This is an optimization exercise on Yosys and OpenROAD, whose aim is small area, not a production implementation. Only simulation tests tie the RTL to the original design; equivalence was not proved.

## lane 1
==> flow/design.v (excerpt) <==
module rgb_conv3x3_engine
#(
  parameter int DATA_WIDTH   = rgb_conv_pkg::DATA_WIDTH,
  parameter int WEIGHT_WIDTH = rgb_conv_pkg::WEIGHT_WIDTH,
  parameter int ACC_WIDTH    = rgb_conv_pkg::ACC_WIDTH,
  parameter int IMAGE_SIZE   = 224
) (
  input  logic                         clk,
  input  logic                         rst,
  input  logic                         col_valid,
  input  logic [3*DATA_WIDTH-1:0]      col_r,
  input  logic [3*DATA_WIDTH-1:0]      col_g,
  input  logic [3*DATA_WIDTH-1:0]      col_b,
  input  logic                         wt_we,
  input  logic [4:0]                   wt_addr,
  input  logic [ACC_WIDTH-1:0]         wt_data,
  output logic signed [ACC_WIDTH-1:0]  conv_out,
  output logic                         conv_valid,
  output logic [7:0]                   out_row,
  output logic [7:0]                   out_col,
  output logic                         frame_done
);
  localparam logic [7:0] LAST_COL = 8'(IMAGE_SIZE - 1);
  localparam logic [7:0] LAST_OUT = 8'(IMAGE_SIZE - 3);
  logic [3*DATA_WIDTH-1:0] col0_r_q, col0_g_q, col0_b_q;
  logic [3*DATA_WIDTH-1:0] col1_r_q, col1_g_q, col1_b_q;
  logic [7:0] in_col_q;
  logic       eligible;
  logic [WEIGHT_WIDTH-1:0] wt_q [rgb_conv_pkg::NUM_TAPS];
  ...
Size: ~150 I/O pins.
Settings: LEC_CHECK=0, CAP_MARGIN=20, CORE_MARGIN=2, CORE_UTILIZATION=45, PLACE_DENSITY=0.6, SLEW_MARGIN=20, SYNTH_HIERARCHICAL=1, SYNTH_MINIMUM_KEEP_SIZE=0; clock period 10.0 ns.
standard.sh (not shown) runs the stock make flow with config.mk's settings and CLKGATE_MAP_FILE= SYNTH_SCRIPT=/design/flow/synth_recipe.tcl, a recipe that flattens the netlist after the stock synthesis.
==> flow/flow/run.sh <==
#!/bin/bash
set -euo pipefail
export BUFFER_PORTS_ARGS="-buffer_cell sky130_fd_sc_hd__buf_1"
export CTS_ARGS="-sink_clustering_enable -repair_clock_nets -dont_use_dummy_load -buf_list sky130_fd_sc_hd__clkbuf_8 -sink_clustering_size 14 -sink_clustering_max_diameter 80"
bash standard.sh > flow_make.log 2>&1
> inputs changed (lane 1 -> lane 2)
# lane 1
export LEC_CHECK = 0
export CAP_MARGIN = 20
export CORE_MARGIN = 2
export CORE_UTILIZATION = 45
export PLACE_DENSITY = 0.6
export SLEW_MARGIN = 20
export SYNTH_HIERARCHICAL = 1
export SYNTH_MINIMUM_KEEP_SIZE = 0
create_clock -name core_clock -period 10.0 [get_ports {clk}]
# lane 2
export LEC_CHECK = 0
export ABC_AREA = 1
export CAP_MARGIN = 20
export CORE_MARGIN = 2
export CORE_UTILIZATION = 60
export PLACE_DENSITY = 0.7
export SLEW_MARGIN = 20
export SYNTH_HIERARCHICAL = 1
export SYNTH_MINIMUM_KEEP_SIZE = 0
create_clock -name core_clock -period 10.0 [get_ports {clk}]
Notes after the runs:
- Between lane 1 and lane 2, the flow reports routed wire length decreasing by a little under 10%.
- Re critical path depth: lane 2 is 1 down on lane 1.
- Cmp lane 1 and lane 2 / met3 demand-to-capacity share in global routing / lower: lane 1
### lane 2 -> lane 3
# lane 2
export LEC_CHECK = 0
export ABC_AREA = 1
export CAP_MARGIN = 20
export CORE_MARGIN = 2
export CORE_UTILIZATION = 60
export PLACE_DENSITY = 0.7
export SLEW_MARGIN = 20
export SYNTH_HIERARCHICAL = 1
export SYNTH_MINIMUM_KEEP_SIZE = 0
create_clock -name core_clock -period 10.0 [get_ports {clk}]
# lane 3
export LEC_CHECK = 0
export ABC_AREA = 1
export CAP_MARGIN = 20
export CORE_MARGIN = 2
export CORE_UTILIZATION = 45
export PLACE_DENSITY = 0.6
export SLEW_MARGIN = 20
export SYNTH_HIERARCHICAL = 1
export SYNTH_MINIMUM_KEEP_SIZE = 0
create_clock -name core_clock -period 10.0 [get_ports {clk}]
==> comparison <==
[compare] base=lane 2 new=lane 3: clock period minus worst slack fell 69 ps, initial standard-cell utilization of the core fell 15 points, post-synthesis to final-layout area growth rose 1.1 points, final routed wire length divided by cell count fell 0.85%.
Lane 2 reports its cell at the slowest stage of the critical path as sky130_fd_sc_hd__fa_1 while lane 3 reports sky130_fd_sc_hd__edfxtp_1.
Looking at fmax, lane 3 sits above lane 2.

Another version of the RTL of rgb_conv3x3_engine (not shown whole).
For scale: about 4500 cells after synthesis, roughly 150 I/O pins, roughly 0.059 mm2 of cells after synthesis.
==> flow/config.mk <==
export PLATFORM = sky130hd
export DESIGN_NAME = rgb_conv3x3_engine
export DESIGN_NICKNAME = rgb_conv3x3_engine
export VERILOG_FILES = /design/flow/design.v
export SDC_FILE = /design/flow/constraint.sdc
export NUM_CORES = 4
export LEC_CHECK = 0
export CAP_MARGIN = 20
export CORE_MARGIN = 2
export CORE_UTILIZATION = 70
export PLACE_DENSITY = 0.8
export SLEW_MARGIN = 20
export SYNTH_HIERARCHICAL = 1
export SYNTH_MINIMUM_KEEP_SIZE = 0
==> flow/constraint.sdc <==
create_clock -name core_clock -period 10.0 [get_ports {clk}]
set_input_delay 2.0000 -clock core_clock [delete_from_list [all_inputs] [get_ports {clk}]]
set_output_delay 2.0000 -clock core_clock [all_outputs]
set_load 0.01 [all_outputs]
==> flow/flow/run.sh <==
#!/bin/bash
set -euo pipefail
export BUFFER_PORTS_ARGS="-buffer_cell sky130_fd_sc_hd__buf_1"
export CTS_ARGS="-sink_clustering_enable -repair_clock_nets -dont_use_dummy_load -buf_list sky130_fd_sc_hd__clkbuf_8 -sink_clustering_size 12 -sink_clustering_max_diameter 70"
bash standard.sh > flow_make.log 2>&1
Then changed:
==> flow/flow/run.sh (replaced) <==
#!/bin/bash
set -euo pipefail
export BUFFER_PORTS_ARGS="-buffer_cell sky130_fd_sc_hd__buf_1"
export CTS_ARGS="-sink_clustering_enable -repair_clock_nets -dont_use_dummy_load -buf_list sky130_fd_sc_hd__clkbuf_8 -sink_clustering_size 14 -sink_clustering_max_diameter 80"
bash standard.sh > flow_make.log 2>&1
Settings changed: CORE_UTILIZATION 70 to 80, PLACE_DENSITY 0.8 to 0.88.
Worst hold slack improves by 0.043 ns.
Wire length fell by about 5.5%.
Flip-flop and latch count does not change.
Count of clock-buffer cells in the layout fell by 13.
Design area fell by about 0.6%.
Critical path depth does not change.
Cell count fell by 2.4%.
Non-clock buffer count fell by 3.

[afterwards: timing with drivers on the ports]
No port has a modelled driver above. Below, the same layouts with a new extraction and two added sets of constraints. Step 1, drivers: a clkbuf_16 drives clk and a buf_2 each remaining input, both assumed. Step 2, shift: input delay + t, output delay - t, t = (earliest + latest rising clock arrival at the registers) / 2. This alone moves slack from input paths to output paths. Slacks: ideal / step 1 / step 2; pairs: ideal / step 1.
run	shift t [ns]	setup slack, ns	worst setup path after step 2	worst data-port slew with drivers (ns)
lane 1	0.833	1.303 / 1.303 / 0.875	input to register	0.15
lane 2	0.829	1.168 / 1.168 / 0.737	input to register	0.11
lane 3	0.836	1.237 / 1.237 / 0.851	input to register	0.07
the first run of note 2	0.853	1.359 / 1.359 / 1.009	input to register	0.12
the second run of note 2	0.781	1.080 / 1.080 / 0.990	input to register	0.13
After both steps every run listed still meets setup and hold. The setup slack of lane 2, which loses most, moves by 0.000 ns with the drivers and by -0.431 ns with both steps.
